This design comes from an exercise in tuning for small area and a short achievable clock period on the open sky130 flow, not from production work.
The RTL was checked by simulation tests, not by an equivalence proof against the original design.
Power is estimated from default activity; no workload was simulated.

## job 3357
// execStage
module execStage (
    input  logic                 clk,
    input  logic                 rstN,
    input  logic                 inValid,
    input  execPkg::opcodeE               opcode,
    input  logic [execPkg::DataWidth-1:0] operandA,
    input  logic [execPkg::DataWidth-1:0] operandB,
    input  logic [execPkg::DataWidth-1:0] immediate,
    input  logic [execPkg::AddrWidth-1:0] pc,
    input  logic [execPkg::AddrWidth-1:0] stackTop,
    output logic                 outValid,
    output logic                 regWriteEn,
    output logic                 writeFromMem,
    output logic [execPkg::DataWidth-1:0] writeData,
    output logic                 memReadEn,
    output logic                 memWriteEn,
    output logic [execPkg::AddrWidth-1:0] memAddr,
    output logic [execPkg::DataWidth-1:0] memWriteData,
    output logic                 branchTaken,
    output logic [execPkg::AddrWidth-1:0] branchTarget,
    output logic                 pushReturn,
    output logic                 popReturn,
    output logic                 illegalOp
);
    logic        regWrite, memRead, memWrite, isBranch, isJpc, isBrfl;
    logic        stackPush, stackPop, isCompare, isDiv, illegal;
    logic [15:0] divB3;
    logic [15:0] dataResult, addrResult;
    logic        cmpEqual, cmpLess;
    controlDecoder controlDecoder_i (
        .opcode(opcode), .regWrite(regWrite), .memRead(memRead), .memWrite(memWrite),
        .isBranch(isBranch), .isJpc(isJpc), .isBrfl(isBrfl),
        .stackPush(stackPush), .stackPop(stackPop),
        .isCompare(isCompare), .isDiv(isDiv), .illegal(illegal)
  ...
Settings: LEC_CHECK=0, ABC_AREA=1, CAP_MARGIN=20, CORE_MARGIN=2, CORE_UTILIZATION=40, PLACE_DENSITY=0.6, SLEW_MARGIN=20; clock period 32.0 ns.
standard.sh (not shown) runs the stock make flow with config.mk's settings and CLKGATE_MAP_FILE= SYNTH_SCRIPT=/design/flow/synth_recipe.tcl, a recipe that flattens the netlist after the stock synthesis.
==> flow/flow/run.sh <==
#!/bin/bash
# The standard ORFS flow with four changes:
#  - synthesis (flow/my_synth.tcl, the standard flow's own synthesis script otherwise) maps
#    with ABC script flow/abc.script;
#  - synthesis leaves adders to ABC (no full/half-adder cell extraction);
#  - ports are buffered with buf_2;
#  - timing repair aims at a setup slack margin of 19 ns.
# make's output goes to standard.log; each tool's own log is under orfs/logs.
HERE=$(pwd)
export MY_ABC_SCRIPT=$HERE/flow/abc.script
bash standard.sh SYNTH_SCRIPT=$HERE/flow/my_synth.tcl ADDER_MAP_FILE= SETUP_SLACK_MARGIN=19 "BUFFER_PORTS_ARGS=-buffer_cell sky130_fd_sc_hd__buf_2" finish > standard.log 2>&1
==> flow/flow/abc.script <==
strash
dch
map -D 4500
topo
stime -c
buffer -c
upsize -c -D 4500
dnsize -c -D 4500
==> flow/flow/my_synth.tcl <==
# The standard synthesis (synth_recipe.tcl) with one change: ABC maps with
# the script named by MY_ABC_SCRIPT instead of ORFS's abc_area/abc_speed.
proc synth {args} { yosys synth -nofsm -noshare {*}$args }
set f [open $::env(SCRIPTS_DIR)/synth.tcl]
set src [read $f]
close $f
set hook {source $::env(SCRIPTS_DIR)/synth_preamble.tcl}
set n [string first $hook $src]
if { $n < 0 } { error "synth.tcl no longer sources synth_preamble.tcl" }
set src [string replace $src $n [expr { $n + [string length $hook] - 1 }] \
  "$hook\nset abc_args \[lreplace \$abc_args 1 1 \$::env(MY_ABC_SCRIPT)\]\nputs \"abc args: \$abc_args\""]
eval $src
# left out here: clear keep_hierarchy, flatten, clean up, hide names made inside functions, write 1_2_yosys.v
Job 3357 closes out successfully: all stages finished, all timing, DRC and antenna checks passed.
[inputs] job 3355 vs job 3357
==> flow/flow/abc.script <==
strash
dch
map -D 5000
topo
stime -c
buffer -c
upsize -c -D 5000
dnsize -c -D 5000
## What came out
[compare] base=job 3357 new=job 3355: final cell count rose by 26, total routed wirelength lower, total global-route track usage decreased by 1.1 points relative to the old numbers.
Input-level comparison between job 3369 and job 3355:
==> flow/flow/run.sh <==
#!/bin/bash
# The standard ORFS flow with three changes: synthesis leaves adders to ABC
# (no full/half-adder cell extraction), ports are buffered with buf_2, and
# timing repair aims at a setup slack margin of 19 ns. make's output goes to
# standard.log; each tool's own log is under orfs/logs.
bash standard.sh ADDER_MAP_FILE= SETUP_SLACK_MARGIN=19 "BUFFER_PORTS_ARGS=-buffer_cell sky130_fd_sc_hd__buf_2" finish > standard.log 2>&1
removed: flow/flow/abc.script
removed: flow/flow/my_synth.tcl
--- outcome ---
From job 3355 to job 3369 the numbers moved as follows: fraction of power spent switching nets moved up; portion of the clock cycle consumed by the worst path in the final layout moved down; post-synthesis simple-gate area fraction moved up. Changes observed in job 3369 relative to job 3355: count of placed standard cells including taps moved up; maximum ir drop on the vdd rail moved up; global-route wire length before repair moved down. The relative area change from synthesis to final layout in job 3369 sits 17 points below the value recorded for job 3355. Comparing job 3355 and job 3369, the higher depth of the worst register-to-register path was measured on job 3369. Relative to job 3355, average detailed-routed wire length per instance decreased by 3.3 um in job 3369. [diff] routed wire length, job 3369 relative to job 3355: improvement.

========
Setup of quartz:
execStage, a different RTL version from the one above (not shown whole).
Size in the first run: about 67 flip-flops, roughly 160 I/O pins, ~18000 um2 of cells after synthesis.
export LEC_CHECK = 0
export ABC_AREA = 1
export CAP_MARGIN = 20
export CORE_MARGIN = 2
export CORE_UTILIZATION = 40
export PLACE_DENSITY = 0.6
export SLEW_MARGIN = 20
create_clock -name core_clock -period 32.0 [get_ports {clk}]
==> flow/flow/run.sh <==
#!/bin/bash
# The standard ORFS flow with three changes: synthesis leaves adders to ABC
# (no full/half-adder cell extraction), ports are buffered with buf_2, and
# timing repair aims at a setup slack margin of 18.5 ns. make's output goes to
# standard.log; each tool's own log is under orfs/logs.
bash standard.sh ADDER_MAP_FILE= SETUP_SLACK_MARGIN=18.5 "BUFFER_PORTS_ARGS=-buffer_cell sky130_fd_sc_hd__buf_2" finish > standard.log 2>&1
Here is what was changed in the inputs of garnet compared with quartz.
==> flow/flow/run.sh <==
#!/bin/bash
# The standard ORFS flow with three changes: synthesis leaves adders to ABC
# (no full/half-adder cell extraction), ports are buffered with buf_2, and
# timing repair aims at a setup slack margin of 19 ns. make's output goes to
# standard.log; each tool's own log is under orfs/logs.
bash standard.sh ADDER_MAP_FILE= SETUP_SLACK_MARGIN=19 "BUFFER_PORTS_ARGS=-buffer_cell sky130_fd_sc_hd__buf_2" finish > standard.log 2>&1
- Diff quartz -> garnet: utilization after layout moved up, part of the cycle the worst path needs moved down, sequential share of power level.
- Diff quartz..garnet | number of vias in the routed layout | negligible
- Compared with quartz, in garnet setup slack of the most critical reg-to-reg path barely changed, depth of the critical timing path with buffers and inverters included climbed 3, wire length on met3 climbed 1.9%, final critical-path setup slack climbed 0.45 ns.
- Going from quartz to garnet, total power grew slightly.
- Flip-flop and latch area, quartz and garnet: higher on garnet
- Side by side, total track usage turned out higher in garnet than in quartz.
Changes in onyx relative to garnet:
==> flow/flow/run.sh <==
#!/bin/bash
# The standard ORFS flow with four changes:
#  - synthesis (flow/my_synth.tcl, the standard flow's own synthesis script otherwise) maps
#    with ABC script flow/abc.script;
#  - synthesis leaves adders to ABC (no full/half-adder cell extraction);
#  - ports are buffered with buf_2;
#  - timing repair aims at a setup slack margin of 19 ns.
# make's output goes to standard.log; each tool's own log is under orfs/logs.
HERE=$(pwd)
export MY_ABC_SCRIPT=$HERE/flow/abc.script
bash standard.sh SYNTH_SCRIPT=$HERE/flow/my_synth.tcl ADDER_MAP_FILE= SETUP_SLACK_MARGIN=19 "BUFFER_PORTS_ARGS=-buffer_cell sky130_fd_sc_hd__buf_2" finish > standard.log 2>&1
==> flow/flow/abc.script (new file) <==
strash
dch
map -B 0.9
strash
dch
map -B 0.9
topo
stime -c
buffer -c
upsize -c
dnsize -c
==> flow/flow/my_synth.tcl (new file) <==
# The standard synthesis (synth_recipe.tcl) with one change: ABC maps with
# the script named by MY_ABC_SCRIPT instead of ORFS's abc_area/abc_speed.
proc synth {args} { yosys synth -nofsm -noshare {*}$args }
set f [open $::env(SCRIPTS_DIR)/synth.tcl]
set src [read $f]
close $f
set hook {source $::env(SCRIPTS_DIR)/synth_preamble.tcl}
set n [string first $hook $src]
if { $n < 0 } { error "synth.tcl no longer sources synth_preamble.tcl" }
set src [string replace $src $n [expr { $n + [string length $hook] - 1 }] \
  "$hook\nset abc_args \[lreplace \$abc_args 1 1 \$::env(MY_ABC_SCRIPT)\]\nputs \"abc args: \$abc_args\""]
eval $src
# left out here: clear keep_hierarchy, flatten, clean up, hide names made inside functions, write 1_2_yosys.v
--- outcome ---
- Higher total inserted antenna cells was reported by onyx, not garnet.
- In onyx, the static power due to leakage came out about 2.6% above the value in garnet.
- In the reports for onyx and garnet, the smaller total track usage belongs to garnet.
- onyx: full flow OK, the timing, DRC and antenna checks passed
- onyx: upper clock frequency limit higher than garnet
- Die height, onyx and garnet: smaller value in onyx
Relative to onyx, the following input files were edited for juniper:
# onyx
export LEC_CHECK = 0
export ABC_AREA = 1
export CAP_MARGIN = 20
export CORE_MARGIN = 2
export CORE_UTILIZATION = 40
export PLACE_DENSITY = 0.6
export SLEW_MARGIN = 20
create_clock -name core_clock -period 32.0 [get_ports {clk}]
# juniper
export LEC_CHECK = 0
export ABC_AREA = 1
export CAP_MARGIN = 20
export CORE_MARGIN = 2
export CORE_UTILIZATION = 40
export CTS_BUF_LIST = sky130_fd_sc_hd__clkbuf_4 sky130_fd_sc_hd__clkbuf_8
export PLACE_DENSITY = 0.6
export SLEW_MARGIN = 20
create_clock -name core_clock -period 32.0 [get_ports {clk}]
==> flow/flow/run.sh <==
#!/bin/bash
# The standard ORFS flow with three changes: synthesis leaves adders to ABC
# (no full/half-adder cell extraction), ports are buffered with buf_1, and
# timing repair aims at a setup slack margin of 19 ns. make's output goes to
# standard.log; each tool's own log is under orfs/logs.
bash standard.sh ADDER_MAP_FILE= SETUP_SLACK_MARGIN=19 "BUFFER_PORTS_ARGS=-buffer_cell sky130_fd_sc_hd__buf_1" finish > standard.log 2>&1
removed: flow/flow/abc.script
removed: flow/flow/my_synth.tcl
[summary]
From onyx to juniper the numbers moved as follows: number of filler instances in the final layout shrank by about 0.45%, total of clock buffers placed in the layout shrank by 2, global-route usage fell by 0.99 points, routed wire length now sits lower.
juniper reached the final stage; the timing, DRC and antenna checks on its layout passed.
Going from onyx to juniper, fmax shrinks by 1.7%.
Delta (juniper minus onyx): highest net fanout along the worst path saw a decrease; number of nets in the layout saw little to no change.
Input changes introduced in fjord (baseline for comparison: juniper):
# juniper
export LEC_CHECK = 0
export ABC_AREA = 1
export CAP_MARGIN = 20
export CORE_MARGIN = 2
export CORE_UTILIZATION = 40
export CTS_BUF_LIST = sky130_fd_sc_hd__clkbuf_4 sky130_fd_sc_hd__clkbuf_8
export PLACE_DENSITY = 0.6
export SLEW_MARGIN = 20
create_clock -name core_clock -period 32.0 [get_ports {clk}]
# fjord
export LEC_CHECK = 0
export ABC_AREA = 1
export CAP_MARGIN = 20
export CORE_MARGIN = 2
export CORE_UTILIZATION = 40
export PLACE_DENSITY = 0.6
export SLEW_MARGIN = 20
create_clock -name core_clock -period 32.0 [get_ports {clk}]
==> flow/flow/run.sh <==
#!/bin/bash
# The standard ORFS flow with four changes:
#  - synthesis (flow/my_synth.tcl, the standard flow's own synthesis script otherwise) maps
#    with ABC script flow/abc.script;
#  - synthesis leaves adders to ABC (no full/half-adder cell extraction);
#  - ports are buffered with buf_2;
#  - timing repair aims at a setup slack margin of 19 ns.
# make's output goes to standard.log; each tool's own log is under orfs/logs.
HERE=$(pwd)
export MY_ABC_SCRIPT=$HERE/flow/abc.script
bash standard.sh SYNTH_SCRIPT=$HERE/flow/my_synth.tcl ADDER_MAP_FILE= SETUP_SLACK_MARGIN=19 "BUFFER_PORTS_ARGS=-buffer_cell sky130_fd_sc_hd__buf_2" finish > standard.log 2>&1
==> flow/flow/abc.script (new file) <==
strash
dch
map -B 0.9
topo
stime -c
==> flow/flow/my_synth.tcl (new file) <==
# The standard synthesis (synth_recipe.tcl) with one change: ABC maps with
# the script named by MY_ABC_SCRIPT instead of ORFS's abc_area/abc_speed.
proc synth {args} { yosys synth -nofsm -noshare {*}$args }
set f [open $::env(SCRIPTS_DIR)/synth.tcl]
set src [read $f]
close $f
set hook {source $::env(SCRIPTS_DIR)/synth_preamble.tcl}
set n [string first $hook $src]
if { $n < 0 } { error "synth.tcl no longer sources synth_preamble.tcl" }
set src [string replace $src $n [expr { $n + [string length $hook] - 1 }] \
  "$hook\nset abc_args \[lreplace \$abc_args 1 1 \$::env(MY_ABC_SCRIPT)\]\nputs \"abc args: \$abc_args\""]
eval $src
# left out here: clear keep_hierarchy, flatten, clean up, hide names made inside functions, write 1_2_yosys.v
Notes after the runs:
Summary of fjord over juniper: worst-case setup slack after placement moved down, post-layout total power moved up, via total after detailed routing moved up. Taking juniper as the reference, in fjord share of final layout cell area taken by non-clock buffers climbed 0.68 points; post-synthesis cell count lower; total negative setup slack did not really move. fjord ended up with a higher utilization after layout than juniper did. On half-perimeter wire length of the detailed placement result, juniper loses to fjord. Design area essentially unchanged between juniper and fjord.

==> port drivers added, routing unchanged <==
In the flow no input, the clock included, has a driving cell. The finished layouts below were timed again as built, in two steps. Step 1: set_driving_cell puts a clkbuf_16 on clk and a buf_2 on each other input, an assumption about the parent block. Step 2 adds t to the input delays and takes it off the output delays; t is the mean of the earliest and latest rising clock arrival at the registers after step 1. Input paths then give back, and output paths get back, about the clock's delay inside the block. Slacks: ideal / step 1 / step 2; pairs: ideal / step 1.
| run | t (ns) | slack for setup (ns) | worst data-port slew with drivers (ns) |
|---|---|---|---|
| job 3357 | 0.405 | 18.635 / 18.586 / 18.962 | 0.11 |
| job 3355 | 0.402 | 18.625 / 18.576 / 18.881 | 0.08 |
| job 3369 | 0.407 | 19.459 / 19.411 / 19.170 | 0.10 |
| quartz | 0.383 | 18.993 / 18.953 / 19.162 | 0.07 |
| garnet | 0.383 | 19.447 / 19.407 / 19.161 | 0.07 |
| onyx | 0.372 | 19.496 / 19.458 / 19.230 | 0.09 |
| juniper | 0.406 | 19.281 / 19.237 / 19.282 | 0.08 |
| fjord | 0.411 | 19.366 / 19.312 / 19.096 | 0.05 |
After both steps every run listed still meets setup and hold. For job 3369, which loses most, drivers alone change the setup slack by -0.048 ns; drivers and shift together by -0.289 ns.
